Source: an optimization exercise on an open RTL-to-GDS flow (aim: small area, a short achievable clock period and few clock cycles per item). Production flows keep margins and buffers that such runs may drop.
Function was checked by simulation only, so behaviour that the tests miss may differ from the original.

<file path="flow/config.mk">
export PLATFORM = sky130hd
export DESIGN_NAME = tremolo_lfo_gain
export DESIGN_NICKNAME = tremolo_lfo_gain
export VERILOG_FILES = /design/flow/design.v
export SDC_FILE = /design/flow/constraint.sdc
export NUM_CORES = 4
export LEC_CHECK = 0
export CAP_MARGIN = 20
export CORE_MARGIN = 2
export CORE_UTILIZATION = 40
export PLACE_DENSITY = 0.6
export SLEW_MARGIN = 20
</file>
<file path="flow/constraint.sdc">
create_clock -name core_clock -period 10.0 [get_ports {clk}]
set_input_delay 2.0000 -clock core_clock [delete_from_list [all_inputs] [get_ports {clk}]]
set_output_delay 2.0000 -clock core_clock [all_outputs]
set_load 0.01 [all_outputs]
</file>
<file path="flow/design.v">
package tlg_pkg;
    localparam int SAMPLE_W = 16;
    localparam int HP_W     = 20;
    localparam int SEL_W    = 2;
    localparam int PHASE_W  = 21;
    localparam int WAVE_W   = 32;    
    localparam int QF_W     = 34;    
    localparam int C_W      = 33;    
    localparam int A_W      = 34;    
    localparam int CNT_W    = 6;
    localparam int PROD_W   = 47;
    localparam logic [WAVE_W-1:0] U_TOP       = 32'h8000_0000;    
    localparam logic [WAVE_W-1:0] U_MID       = 32'h4000_0000;    
    localparam logic [WAVE_W-1:0] SMOOTH_STEP = 32'd21474836;
    localparam logic [HP_W-1:0]  HP_RESET  = 20'd22050;
    localparam logic [C_W-1:0]   C_RESET   = 33'd194783;          
    localparam logic [HP_W-1:0]  D_RESET   = 20'd2146;            
    localparam logic [A_W-1:0]   A_RESET   = 34'd17;             
    localparam logic [HP_W-1:0]  B_RESET   = 20'd14714;           
    localparam logic [QF_W-1:0]  QF_RESET  = 34'h3_fffd_0720;     
    localparam logic [HP_W-1:0]  RF_RESET  = 20'd19904;
    localparam logic [PROD_W-1:0] BOOTH_K  = 47'h5556_0000_0000;
    localparam logic CFG_HALF_PERIOD = 1'b0;
    localparam logic CFG_WAVE_SEL    = 1'b1;
    localparam logic [SEL_W-1:0] WAVE_TRIANGLE = 2'd1;
    localparam logic [SEL_W-1:0] WAVE_PARABOLA = 2'd2;
endpackage
module tlg_div (
    input  logic [tlg_pkg::HP_W-1:0] rem,
    input  logic                     bit_in,
    input  logic [tlg_pkg::HP_W-1:0] divisor,
    output logic [tlg_pkg::HP_W-1:0] rem_next,
    output logic                     qbit
);
    logic [tlg_pkg::HP_W:0]   rem_sh;
    logic [tlg_pkg::HP_W+1:0] diff;
    always_comb
    begin
        rem_sh   = {rem, bit_in};
        diff     = {1'b0, rem_sh} - {2'b00, divisor};
        qbit     = ~diff[tlg_pkg::HP_W+1];
        rem_next = qbit ? diff[tlg_pkg::HP_W-1:0] : rem_sh[tlg_pkg::HP_W-1:0];
    end
endmodule
module tremolo_lfo_gain (
    input  logic                           clk,
    input  logic                           rst_n,
    input  logic                           s_axis_tvalid,
    output logic                           s_axis_tready,
    input  logic [15:0]                    s_axis_tdata,    
    output logic                           m_axis_tvalid,
    input  logic                           m_axis_tready,
    output logic [15:0]                    m_axis_tdata,    
    input  logic                           cfg_we,
    input  logic                           cfg_index,
    input  logic [tlg_pkg::HP_W-1:0]       cfg_data
);
    localparam int HW = tlg_pkg::HP_W;
    localparam int WW = tlg_pkg::WAVE_W;
    localparam int PW = tlg_pkg::PROD_W;
    logic [HW-1:0]               h_reg;
    logic [tlg_pkg::SEL_W-1:0]   sel_reg;
    logic                        busy_reg;
    logic [tlg_pkg::CNT_W-1:0]   cnt_reg;
    logic [tlg_pkg::C_W-1:0]     c_reg;
    logic [HW-1:0]               d_reg;
    logic [tlg_pkg::A_W-1:0]     a_reg;
    logic [HW-1:0]               b_reg;
    logic                        hp_wr;
    logic                        sel_wr;
    logic [HW-1:0]               cfg_h;
    logic                        d1_step;
    logic                        d2_step;
    logic                        d3_step;
    logic                        fix1;
    logic                        fix2;
    logic                        blk_next;
    assign hp_wr   = cfg_we && (cfg_index == tlg_pkg::CFG_HALF_PERIOD);
    assign sel_wr  = cfg_we && (cfg_index == tlg_pkg::CFG_WAVE_SEL);
    assign cfg_h   = (cfg_data == '0) ? HW'(1) : cfg_data;
    assign d1_step = busy_reg && (cnt_reg <= 6'd32);
    assign d2_step = busy_reg && (cnt_reg <= 6'd33);
    assign d3_step = busy_reg && (cnt_reg >= 6'd1) && (cnt_reg <= 6'd34);
    assign fix1    = busy_reg && (cnt_reg == 6'd34);
    assign fix2    = busy_reg && (cnt_reg == 6'd35);
    assign blk_next = hp_wr || (busy_reg && (cnt_reg < 6'd34));
    logic              s_ready_reg;
    logic              vs_reg;
    logic [15:0]       xs_reg;
    logic              v1_reg;
    logic              v2_reg;
    logic              vm_reg;
    logic              out_valid_reg;
    logic [15:0]       x1_reg;
    logic [15:0]       x2_reg;
    logic [15:0]       out_reg;
    logic              stall;
    logic              acc;
    logic              item_in;
    logic              adv1;
    logic              adv2;
    logic              vs_next;
    logic [15:0]       x_in;
    assign stall   = out_valid_reg && !m_axis_tready;
    assign acc     = s_axis_tvalid && s_ready_reg;
    assign item_in = vs_reg || acc;
    assign adv1    = item_in && !stall;
    assign adv2    = v1_reg && !stall;
    assign vs_next = stall && item_in;
    assign x_in    = vs_reg ? xs_reg : s_axis_tdata;
    logic [tlg_pkg::PHASE_W-1:0] phase_reg;
    logic                        fl_reg;       
    logic                        sqpos_reg;
    logic [WW-1:0]               ut_reg;       
    logic [WW-1:0]               us_reg;       
    logic [HW-1:0]               rf_reg;
    logic                        cy_reg;
    logic                        evhi_reg;
    logic                        evlo_reg;
    logic                        dir;
    logic [HW+1:0]               ph_diff;
    logic                        ph_ge;
    logic                        ph_gt;
    logic [tlg_pkg::PHASE_W-1:0] phase_new;
    logic [WW-1:0]               k1;
    logic [WW:0]                 t_sum;
    logic                        t_hi;
    logic                        t_lo;
    logic [WW-1:0]               ut_new;
    logic [WW:0]                 s_sum;
    logic [WW-1:0]               us_new;
    logic                        up1;
    logic [HW-1:0]               bx;
    logic [HW+1:0]               op_b;
    logic [HW+1:0]               op_h;
    logic [HW+1:0]               r_a;
    logic [HW+1:0]               r_b;
    logic                        r_sel;
    logic [HW-1:0]               rf_inc;
    logic [HW-1:0]               rf_hd;
    logic [HW-1:0]               rf_l1;
    assign dir       = sqpos_reg ^ fl_reg;
    assign ph_diff   = {1'b0, phase_reg} - {2'b00, h_reg};
    assign ph_ge     = !ph_diff[HW+1];
    assign ph_gt     = ph_ge && (ph_diff[HW:0] != '0);
    assign phase_new = fl_reg ? tlg_pkg::PHASE_W'(1) : phase_reg + 1'b1;
    assign k1     = c_reg[tlg_pkg::C_W-1:1];
    assign t_sum  = {1'b0, ut_reg} + (dir ? {1'b0, k1} : ~{1'b0, k1}) + {{WW{1'b0}}, !dir};
    assign t_hi   = dir && (t_sum[WW] || t_sum[WW-1]);
    assign t_lo   = !dir && t_sum[WW];
    assign ut_new = t_hi ? tlg_pkg::U_TOP : (t_lo ? '0 : t_sum[WW-1:0]);
    assign s_sum  = {1'b0, us_reg} + (dir ? {1'b0, tlg_pkg::SMOOTH_STEP} : ~{1'b0, tlg_pkg::SMOOTH_STEP})
                    + {{WW{1'b0}}, !dir};
    assign us_new = dir ? ((s_sum[WW] || s_sum[WW-1]) ? tlg_pkg::U_TOP : s_sum[WW-1:0])
                        : (s_sum[WW] ? '0 : s_sum[WW-1:0]);
    assign up1    = fix1 ? 1'b0 : dir;
    assign bx     = fix1 ? d_reg : b_reg;
    assign op_b   = up1 ? {2'b00, bx} : ~{2'b00, bx};
    assign op_h   = up1 ? ~{2'b00, h_reg} : {2'b00, h_reg};
    assign r_a    = {2'b00, rf_reg} + op_b + {{(HW+1){1'b0}}, !up1};
    assign r_b    = {2'b00, rf_reg} + op_b + op_h + (HW+2)'(1);
    assign r_sel  = up1 ? !r_b[HW+1] : r_a[HW+1];
    assign rf_inc = r_sel ? r_b[HW-1:0] : r_a[HW-1:0];
    assign rf_hd  = (d_reg == '0) ? '0 : (h_reg - d_reg);
    assign rf_l1  = t_hi ? d_reg : (t_lo ? rf_hd : rf_inc);
    logic [tlg_pkg::QF_W-1:0]    qf_reg;
    logic [WW-1:0]               p_reg;        
    logic                        q_x0;
    logic [tlg_pkg::QF_W-1:0]    q_x;
    logic [tlg_pkg::QF_W:0]      q_y;
    logic                        q_cin;
    logic [tlg_pkg::QF_W-1:0]    qf_new;
    logic                        corr;
    logic [tlg_pkg::QF_W:0]      p_sum;
    logic [WW-1:0]               p_new;
    assign q_x0   = !fix2 && (evhi_reg || evlo_reg);
    assign q_x    = q_x0 ? '0 : qf_reg;
    assign q_y    = fix2     ? ~{2'b00, c_reg} :
                    evhi_reg ?  {2'b00, c_reg} :
                    evlo_reg ? ~{2'b00, c_reg} :
                    sqpos_reg ? {1'b0, a_reg} : ~{1'b0, a_reg};
    assign q_cin  = fix2     ? !cy_reg :
                    evhi_reg ? 1'b0 :
                    evlo_reg ? (d_reg == '0) :
                    sqpos_reg ? cy_reg : !cy_reg;
    assign qf_new = q_x + q_y[tlg_pkg::QF_W-1:0] + {{(tlg_pkg::QF_W-1){1'b0}}, q_cin};
    assign corr   = !ut_reg[WW-1] && !ut_reg[WW-2] && (rf_reg != '0);
    assign p_sum  = {3'b000, p_reg} + {q_x[tlg_pkg::QF_W-1], q_x} + q_y
                    + {{tlg_pkg::QF_W{1'b0}}, q_cin} + {{tlg_pkg::QF_W{1'b0}}, corr};
    assign p_new  = p_sum[tlg_pkg::QF_W] ? '0 :
                    ((p_sum[tlg_pkg::QF_W-1:WW-1] != '0) ? tlg_pkg::U_TOP : p_sum[WW-1:0]);
    logic [HW-1:0] d1_rem;
    logic          d1_q;
    logic [HW-1:0] d2_rem;
    logic          d2_q;
    logic [HW-1:0] d3_rem;
    logic          d3_q;
    tlg_div u_div1 (
        .rem      (d_reg),
        .bit_in   (cnt_reg == '0),
        .divisor  (h_reg),
        .rem_next (d1_rem),
        .qbit     (d1_q)
    );
    tlg_div u_div2 (
        .rem      (rf_reg),
        .bit_in   (qf_reg[tlg_pkg::QF_W-1]),
        .divisor  (h_reg),
        .rem_next (d2_rem),
        .qbit     (d2_q)
    );
    tlg_div u_div3 (
        .rem      (b_reg),
        .bit_in   ((cnt_reg <= 6'd32) ? c_reg[0] : 1'b0),
        .divisor  (h_reg),
        .rem_next (d3_rem),
        .qbit     (d3_q)
    );
    logic [WW-1:0]  g;
    logic [15:0]    xm;
    logic           vin_m;
    logic [PW-1:0]  rows [0:8];
    logic [PW-1:0]  ms_reg;
    logic [PW-1:0]  mc_reg;
    logic [PW-1:0]  fin;
    assign g     = (sel_reg == tlg_pkg::WAVE_PARABOLA) ? p_reg :
                   (sel_reg == tlg_pkg::WAVE_TRIANGLE) ? ut_reg : us_reg;
    assign xm    = (sel_reg == tlg_pkg::WAVE_PARABOLA) ? x2_reg : x1_reg;
    assign vin_m = (sel_reg == tlg_pkg::WAVE_PARABOLA) ? v2_reg : v1_reg;
    always_comb
    begin
        logic       b0, b1, b2;
        logic       one, two;
        logic [32:0] mag;
        logic [32:0] lo_bits;
        logic [PW-1:0] r;
        logic        neg_prev;
        neg_prev = 1'b0;
        for (int j = 0; j < 8; j++)
        begin
            b2  = xm[2*j+1];
            b1  = xm[2*j];
            b0  = (j == 0) ? 1'b0 : xm[2*j-1];
            one = b1 ^ b0;
            two = (b2 & !b1 & !b0) | (!b2 & b1 & b0);
            mag = one ? {1'b0, g} : (two ? {g, 1'b0} : 33'd0);
            lo_bits = mag ^ {33{b2}};
            r = PW'({!b2, lo_bits}) << (2*j);
            if (j > 0)
            begin
                r[2*j-2] = neg_prev;
            end
            rows[j] = r;
            neg_prev = b2;
        end
        rows[8] = tlg_pkg::BOOTH_K | (xm[15] ? PW'(47'h0000_8000_3fff) : PW'(0));
    end
    logic [PW-1:0] s0, c0, s1, c1, s2, c2, s3, c3, s4, c4, s5, c5, s6, c6;
    always_comb
    begin
        s0 = rows[0] ^ rows[1] ^ rows[2];
        c0 = ((rows[0] & rows[1]) | (rows[0] & rows[2]) | (rows[1] & rows[2])) << 1;
        s1 = rows[3] ^ rows[4] ^ rows[5];
        c1 = ((rows[3] & rows[4]) | (rows[3] & rows[5]) | (rows[4] & rows[5])) << 1;
        s2 = rows[6] ^ rows[7] ^ rows[8];
        c2 = ((rows[6] & rows[7]) | (rows[6] & rows[8]) | (rows[7] & rows[8])) << 1;
        s3 = s0 ^ c0 ^ s1;
        c3 = ((s0 & c0) | (s0 & s1) | (c0 & s1)) << 1;
        s4 = c1 ^ s2 ^ c2;
        c4 = ((c1 & s2) | (c1 & c2) | (s2 & c2)) << 1;
        s5 = s3 ^ c3 ^ s4;
        c5 = ((s3 & c3) | (s3 & s4) | (c3 & s4)) << 1;
        s6 = s5 ^ c5 ^ c4;
        c6 = ((s5 & c5) | (s5 & c4) | (c5 & c4)) << 1;
    end
    assign fin = ms_reg + mc_reg;
    always_ff @(posedge clk or negedge rst_n)
    begin
        if (!rst_n)
        begin
            h_reg         <= tlg_pkg::HP_RESET;
            sel_reg       <= tlg_pkg::WAVE_PARABOLA;
            busy_reg      <= 1'b0;
            cnt_reg       <= '0;
            c_reg         <= tlg_pkg::C_RESET;
            d_reg         <= tlg_pkg::D_RESET;
            a_reg         <= tlg_pkg::A_RESET;
            b_reg         <= tlg_pkg::B_RESET;
            s_ready_reg   <= 1'b1;
            vs_reg        <= 1'b0;
            v1_reg        <= 1'b0;
            v2_reg        <= 1'b0;
            vm_reg        <= 1'b0;
            out_valid_reg <= 1'b0;
            phase_reg     <= '0;
            fl_reg        <= 1'b0;
            sqpos_reg     <= 1'b1;
            ut_reg        <= '0;
            us_reg        <= tlg_pkg::U_TOP;
            rf_reg        <= tlg_pkg::RF_RESET;
            cy_reg        <= 1'b0;
            evhi_reg      <= 1'b0;
            evlo_reg      <= 1'b0;
            qf_reg        <= tlg_pkg::QF_RESET;
            p_reg         <= tlg_pkg::U_MID;
        end
        else
        begin
            if (hp_wr)
            begin
                h_reg <= cfg_h;
            end
            if (sel_wr)
            begin
                sel_reg <= cfg_data[tlg_pkg::SEL_W-1:0];
            end
            if (hp_wr)
            begin
                busy_reg <= 1'b1;
                cnt_reg  <= '0;
            end
            else if (busy_reg)
            begin
                cnt_reg <= cnt_reg + 1'b1;
                if (cnt_reg == 6'd35)
                begin
                    busy_reg <= 1'b0;
                end
            end
            if (hp_wr)
            begin
                c_reg <= '0;
                d_reg <= '0;
            end
            else if (d1_step)
            begin
                c_reg <= {c_reg[tlg_pkg::C_W-2:0], d1_q};
                d_reg <= d1_rem;
            end
            if (hp_wr)
            begin
                a_reg <= '0;
                b_reg <= '0;
            end
            else if (d3_step)
            begin
                a_reg <= {a_reg[tlg_pkg::A_W-2:0], d3_q};
                b_reg <= d3_rem;
            end
            s_ready_reg <= !vs_next && !blk_next;
            vs_reg      <= vs_next;
            if (!stall)
            begin
                v1_reg        <= item_in;
                v2_reg        <= v1_reg;
                vm_reg        <= vin_m;
                out_valid_reg <= vm_reg;
            end
            if (adv1)
            begin
                phase_reg <= phase_new;
                fl_reg    <= !fl_reg && ph_ge;
                sqpos_reg <= dir;
                ut_reg    <= ut_new;
                us_reg    <= us_new;
                evhi_reg  <= t_hi;
                evlo_reg  <= t_lo;
            end
            else
            begin
                fl_reg    <= ph_gt;
            end
            if (hp_wr)
            begin
                rf_reg <= '0;
            end
            else if (d2_step)
            begin
                rf_reg <= d2_rem;
            end
            else if (fix1)
            begin
                rf_reg <= rf_inc;
                cy_reg <= r_sel;
            end
            else if (adv1)
            begin
                rf_reg <= rf_l1;
                cy_reg <= r_sel;
            end
            if (hp_wr)
            begin
                qf_reg <= {ut_reg, 2'b00};
            end
            else if (d2_step)
            begin
                qf_reg <= {qf_reg[tlg_pkg::QF_W-2:0], d2_q};
            end
            else if (fix2 || adv2)
            begin
                qf_reg <= qf_new;
            end
            if (adv2)
            begin
                p_reg <= p_new;
            end
        end
    end
    always_ff @(posedge clk)
    begin
        if (stall && acc)
        begin
            xs_reg <= s_axis_tdata;
        end
        if (!stall)
        begin
            x1_reg  <= x_in;
            x2_reg  <= x1_reg;
            ms_reg  <= s6;
            mc_reg  <= c6;
            out_reg <= fin[PW-1:PW-16];
        end
    end
    assign s_axis_tready = s_ready_reg;
    assign m_axis_tvalid = out_valid_reg;
    assign m_axis_tdata  = out_reg;
endmodule
</file>
<file path="flow/run.sh">
#!/bin/bash
# synth_recipe.tcl (not shown) runs the flow's synth.tcl, then flattens the netlist and writes it again
# the make line also repeats each setting of config.mk as NAME=value (left out here)
make -C /OpenROAD-flow-scripts/flow DESIGN_CONFIG=/design/flow/config.mk WORK_HOME=/design/flow/orfs CLKGATE_MAP_FILE= SYNTH_SCRIPT=/design/flow/synth_recipe.tcl finish
</file>
==> impl_metrics.json, run 1 <==
{
  "status": "finished clean",
  "die_area_um2": 132000,
  "setup_viol": 0,
  "met3WireLength_um": 12900,
  "fin_crit_sh_pct": 75.7,
  "max_freq_ghz": 0.132,
  "tightest_slew_ns": 1.15,
  "cts_tree": "yes",
  "num_rows": 131,
  "first_pass_iters": 7,
  "die_x_um": 363,
  "hp-class": "reg -> reg",
  "port_buffers": 59,
  "synth_seq_cells": 472,
  "drc": 0,
  "critPathMaxFanout": 31,
  "cp.required_ns": 10.54,
  "final_util_pct": 43.5,
  "critPathKind": "reg -> reg",
  "clock-sinks": 472,
  "final_common_cell": "a21oi_1",
  "synth_edf_count": 154,
  "grt_pass1_wl_um": 258000,
  "drtAntennaViolNets": 0,
  "slew_headroom_pct": 23.6,
  "clockRootBuffer": "clkbuf_16",
  "wl_per_cell_um": 21.0,
  "first_global_vias": 45000,
  "synth_ff_type": "dfrtp_1",
  "fin_nets": 6742,
  "grt_overflow": 0,
  "wl_met1_um": 75500,
  "initial_utilization_pct": 40.4,
  "cts_buffer_depth": 3,
  "syn_inst": 6338,
  "detailed_place_hpwl_um": 120000,
  "fp.dieH_um": 363,
  "track_usage_pct": 24.2,
  "vias": 47500,
  "gp_congestion": 0.908,
  "hold_violations": 0,
  "synth_area_um2": 51700,
  "synth_area_per_cell_um2": 8.15,
  "rsz0062_at_grt": "no",
  "cts_setup_buffers": 0,
  "cap_violations": 0,
  "cts-buffers-inserted": 59,
  "antenna_found_initial": 2,
  "h-tree-depth": 2,
  "yosysSeqAreaShare_pct": 24.5,
  "synth_top_area_share_pct": 12.2,
  "netlist_top_cells_area": "dfrtp_1, ha_1, fa_1",
  "layout_common_cells": "a21oi_1, o21ai_0, nand2_1",
  "yosysTopAreaCell": "dfrtp_1",
  "timing.final.crit_period_ns": 7.57,
  "crit_path_end_kind": "register",
  "r2r_setup_slack_ns": 2.43,
  "drt_iter0_markers": 5279,
  "top_layer": "met5",
  "grt_max_degree": 163,
  "async_flop_share_pct": 67.4,
  "ys_warn_count": 4,
  "cp.arrival_ns": 8.11,
  "synth.distinct_cells": 92,
  "wirelength_um": 164000,
  "cts_resized": 0,
  "syn-num-nets": 7006,
  "dr_wl_met2_um": 70600,
  "core_area_um2": 128000,
  "finalSetupTns_ns": 0,
  "hold_buffers": 0,
  "insertion_delay_ns": 0.73,
  "start_kind": "register",
  "drv_slew": 0,
  "avgViaCountPerCell": 6.11,
  "skew_ns": 0.0586,
  "io_pins": 60,
  "drive_gt1_share_pct": 6.32,
  "clk_pin_slew_ns": 0.06,
  "timing.hold.ws_ns": 0.439,
  "syn_to_final_growth_pct": 7.67
}
-- layer usage --
layer	GRT usage, %	vias up
li1	-	22500
met1	35.1	22700
met2	37.0	2042
met3	3.55	310
met4	7.29	2
met5	0	-
-- kinds of logic after synthesis --
logic type	after synthesis	share of synthesized area, %
flip-flops	472	24.5
AO/OA/AOI/OAI	2434	29.8
buffers and inverters	981	7.19
multiplexers	100	2.03
adder cells (fa/ha/maj)	626	18.6
XOR/XNOR	335	5.68
AND/OR/NAND/NOR	1390	12.2
-- worst paths after layout --
kind,startpoint,endpoint,cells after the start
worst max-delay path,cnt_reg[2]$_DFFE_PN0P_,rf_reg[19]$_DFFE_PN0P_,23
worst min-delay path,x1_reg[5]$_DFFE_PN_,x2_reg[5]$_DFFE_PN_,0
worst min register to register,x1_reg[5]$_DFFE_PN_,x2_reg[5]$_DFFE_PN_,0
min in group asynchronous,rst_n,phase_reg[8]$_DFFE_PN0P_,1
worst max register to register,cnt_reg[2]$_DFFE_PN0P_,rf_reg[19]$_DFFE_PN0P_,23
max in group asynchronous,rst_n,us_reg[26]$_DFFE_PN0P_,2
-- layout make-up --
class                      count  area [um^2]
clock inverter                35          485
sequential                   472        12700
tap                         1662         2080
antenna                        1         2.50
fill                       12600        72200
inverter                     485         1830
timing repair buffer         171         1480
clock buffer                  73         1590
multi-input combinational   4885        35500
-- per-stage QoR --
| stage | cell area (um^2) | setup WS (ns) | std cells |
|---|---|---|---|
| 6_report | 55600 | 2.43 | 7784 |
| 2_1_floorplan | 51700 | 3.09 | 6338 |
| 3_5_place_dp | 53500 | 2.57 | 7675 |
| 5_1_grt | 55600 | 1.84 | 7783 |
| 3_3_place_gp | 53500 | 2.67 | 7673 |
| 4_1_cts | 55600 | 2.53 | 7783 |
-- synthesized netlist by cell type, types with 106 or more instances --
cell type  number
a21o_1        112
a21oi_1       635
clkbuf_1      450
dfrtp_1       252
edfxtp_1      154
fa_1          238
ha_1          388
inv_1         482
nand2_1       575
nor2_1        325
o21ai_0       647
o221ai_1      147
o22ai_1       213
xnor2_1       229
xor2_1        106
-- worst max-delay path, stage by stage, from the launching register on --
cell      delay [ns]
dfrtp_1         0.42
nor3_1          0.54
nand4_1         0.92
buf_4           0.54
o21ai_0         0.24
ha_1            0.34
o211ai_1        0.24
nand2_1         0.19
o211a_1         0.18
nor3_1          0.45
inv_1           0.18
ha_1            0.34
o21a_1          0.12
o21ai_0         0.43
o21bai_1        0.11
a22oi_1         0.31
a31oi_1         0.23
nand4_1         0.15
a31oi_1         0.16
o21ai_2         0.09
buf_4           0.35
a2bb2o_1        0.35
o32ai_1         0.35
a31oi_1         0.12
Testbench counts, summed over its fixed seeds: cycles 10,494, items 9,600.
==> run 2, diff against run 1 <==
--- a/flow/config.mk
+++ b/flow/config.mk
@@ -6,7 +6,10 @@
 export NUM_CORES = 4
 export LEC_CHECK = 0
+export ABC_CLOCK_PERIOD_IN_PS = 3000
 export CAP_MARGIN = 20
 export CORE_MARGIN = 2
 export CORE_UTILIZATION = 40
 export PLACE_DENSITY = 0.6
+export SETUP_SLACK_MARGIN = 5
 export SLEW_MARGIN = 20
+export TNS_END_PERCENT = 100
==> impl_metrics.json, run 2 <==
{
  "first_global_vias": 46600,
  "final_common_cell": "a21oi_1",
  "wl_per_cell_um": 23.2,
  "synth_area_per_cell_um2": 8.15,
  "synth_top_area_share_pct": 12.2,
  "cap_violations": 0,
  "antenna_found_initial": 3,
  "syn_inst": 6338,
  "setup_viol": 0,
  "clk_pin_slew_ns": 0.06,
  "track_usage_pct": 26.4,
  "die_area_um2": 132000,
  "first_pass_iters": 8,
  "async_flop_share_pct": 67.4,
  "layout_common_cells": "a21oi_1, nand2_1, o21ai_0",
  "grt_overflow": 0,
  "h-tree-depth": 2,
  "die_x_um": 363,
  "pre_cts_ws_ns": 3.36,
  "max_freq_ghz": 0.184,
  "drt_iter0_markers": 5767,
  "timing.final.crit_period_ns": 5.43,
  "placedCellCount": 7676,
  "synth_edf_count": 154,
  "multiInputGateArea_um2": 37400,
  "critPathMaxFanout": 34,
  "drtAntennaViolNets": 0,
  "critPathKind": "reg -> reg",
  "clock-sinks": 472,
  "synth_ff_type": "dfrtp_1",
  "cp.arrival_ns": 5.98,
  "dpl_cell_area_um2": 53800,
  "yosysSeqAreaShare_pct": 24.5,
  "synth.distinct_cells": 92,
  "syn-num-nets": 7006,
  "fp.dieH_um": 363,
  "fin_crit_sh_pct": 54.3,
  "drc": 0,
  "yosysMostFrequentCell": "o21ai_0",
  "synth_seq_cells": 472,
  "cts_tree": "yes",
  "nFillCells": 12200,
  "layout_setup_ws_ns": 4.57,
  "core_area_um2": 128000,
  "clockRootBuffer": "clkbuf_16",
  "drive_gt1_share_pct": 13.2,
  "cp.required_ns": 10.55,
  "initial_utilization_pct": 40.4,
  "fin_cells": 7959,
  "critPathSlowestCell": "fa_1",
  "insertion_delay_ns": 0.69,
  "crit_start": "cnt_reg[0]$_DFFE_PN0P_",
  "insertedDiodeCount": 0,
  "rsz0062_at_grt": "yes",
  "timing.hold.ws_ns": 0.464,
  "worstReg2RegStart": "cnt_reg[0]$_DFFE_PN0P_",
  "cts_buffer_depth": 3,
  "slowest_delay_ns": 0.49,
  "netlist_top_cells_area": "dfrtp_1, ha_1, fa_1",
  "synth_area_um2": 51700,
  "cp_cell_sequence": "ha_1 > nand4_1 > buf_4 > buf_6 > o21ai_2 > buf_8 > nand2_1 > inv_1 > fa_1 > inv_2 > fa_2 > fa_2 > nor2b_4 > o2111ai_4 > a21boi_4 > o2111ai_2 > a21o_1 > a211o_1 > nand2_2 > o22ai_2 > mux2_4 > nor2b_4 > buf_12 > a32o_1",
  "finalSetupTns_ns": 0,
  "fin_nets": 6916,
  "vias": 49800,
  "avgViaCountPerCell": 6.26,
  "cts-buffers-inserted": 59,
  "finalInstanceArea_um2": 60000,
  "io_pins": 60,
  "crit_path_end_kind": "register",
  "hold_violations": 0,
  "port_buffers": 59,
  "hp-class": "reg -> reg",
  "gp_congestion": 0.929,
  "yosysTopAreaCell": "dfrtp_1",
  "slew_headroom_pct": 34.4,
  "grt_max_degree": 163,
  "status": "finished clean",
  "num_rows": 131,
  "grt_pass1_wl_um": 277000,
  "tightest_slew_ns": 0.983,
  "syn_to_final_growth_pct": 16.2,
  "start_kind": "register",
  "wirelength_um": 184000,
  "ys_warn_count": 4,
  "drv_slew": 0,
  "min_from": "x1_reg[0]$_DFFE_PN_",
  "ff_latch_area_um2": 12700,
  "synth_commonest_cells": "o21ai_0, a21oi_1, nand2_1, inv_1, clkbuf_1",
  "detailed_place_hpwl_um": 123000,
  "hold_buffers": 0,
  "skew_ns": 0.0288
}
run 2: critical path: cells and delay by family, from the launching register on:
kind / cells / cell delay, ns
flip-flops: 1 / 0.45
buffers and inverters: 6 / 0.70
multiplexers: 1 / 0.34
adder cells (fa/ha/maj): 4 / 1.60
AO/OA/AOI/OAI: 8 / 1.52
AND/OR/NAND/NOR: 5 / 0.69
run 2: final timing paths:
check                                      endpoint  slack (ns)  cells after the start
max reg2reg                    p_reg[3]$_DFFE_PN0P_        4.57                     24
min reg2reg                     x2_reg[0]$_DFFE_PN_        0.46                      0
max                            p_reg[3]$_DFFE_PN0P_        4.57                     24
min in group asynchronous  phase_reg[2]$_DFFE_PN0P_        1.31                      1
max in group asynchronous    sel_reg[0]$_DFFE_PN0P_        6.60                      3
min                             x2_reg[0]$_DFFE_PN_        0.46                      0
run 2: cells by family (layout without fill, tap and decap cells):
kind of cell | Yosys count | in the layout | share of synthesized area [%]
AOI/OAI and AO/OA | 2434 | 2434 | 29.8
buffers and inverters | 981 | 932 | 7.19
adders and majority gates | 626 | 626 | 18.6
muxes | 100 | 103 | 2.03
DFF | 472 | 472 | 24.5
and+or+nand+nor | 1390 | 1395 | 12.2
xor gates and xnor gates | 335 | 335 | 5.68
run 2: what timing repair did:
item / in CTS / in global routing
gates resized for setup: 254 / 258
pin swaps: 57 / 117
cloned: 25 / 16
setup endpoints to repair: 215 / 182
endpoints found under the hold margin: 0 / 0
setup buffers: 70 / 62
run 2: layout make-up:
| class | instances | area share [%] |
|---|---|---|
| Multi-Input combinational cell | 4893 | 62.4 |
| Sequential cell | 472 | 21.1 |
| Timing Repair Buffer | 336 | 6.53 |
| Tap cell | 1662 | 3.46 |
| Inverter | 485 | 3.08 |
| Clock buffer | 75 | 2.68 |
| Clock inverter | 35 | 0.763 |
| Timing Repair inverter | 1 | 0.00834 |
run 2: through the flow:
stage | utilization [%]
after detailed placement | 42.1
final | 47.0
after floorplan | -
after global placement | 42.1
after global routing | 47.0
after CTS | 45.4
run 2: metal layers:
| layer | share of wire [%] | vias to the layer above | track usage (%) |
|---|---|---|---|
| met3 | 9.5 | 550 | 5.50 |
| met2 | 44 | 2561 | 41.3 |
| li1 | - | 22900 | - |
| met1 | 42 | 23800 | 35.9 |
| met5 | 0.015 | - | 0 |
| met4 | 4.9 | 4 | 9.94 |

-- what the ideal ports hide --
How much do the figures lean on ideal ports? The routed layouts below were timed once more, with nothing changed but the port constraints.
Step 1 (the two cells are an assumption about what drives the block):
set clk [get_ports {clk}]
set_driving_cell -lib_cell sky130_fd_sc_hd__clkbuf_16 $clk
set_driving_cell -lib_cell sky130_fd_sc_hd__buf_2 [delete_from_list [all_inputs] $clk]
Step 2 moves the port delays by t, midway between the first and last clock arrival at a register: inputs arrive t later, outputs are due t later. That takes back most of the time a late clock gives input paths.
a / b / c = ideal / step 1 / step 2; a / b = the first two.
| run | t, ns | setup WS [ns] | worst setup path after step 2 | clock arrival spread, ns | slew at the worst register clock pin (ns) |
|---|---|---|---|---|---|
| run 1 | 0.768 | 2.431 / 2.431 / 2.431 | register to register | 0.059 / 0.060 | 0.07 / 0.07 |
| run 2 | 0.750 | 4.572 / 4.572 / 4.450 | input to register | 0.029 / 0.029 | 0.07 / 0.07 |
After both steps setup and hold are still met in every run listed. For run 2, which loses most, drivers alone change the setup slack by 0.000 ns; drivers and shift together by -0.122 ns.
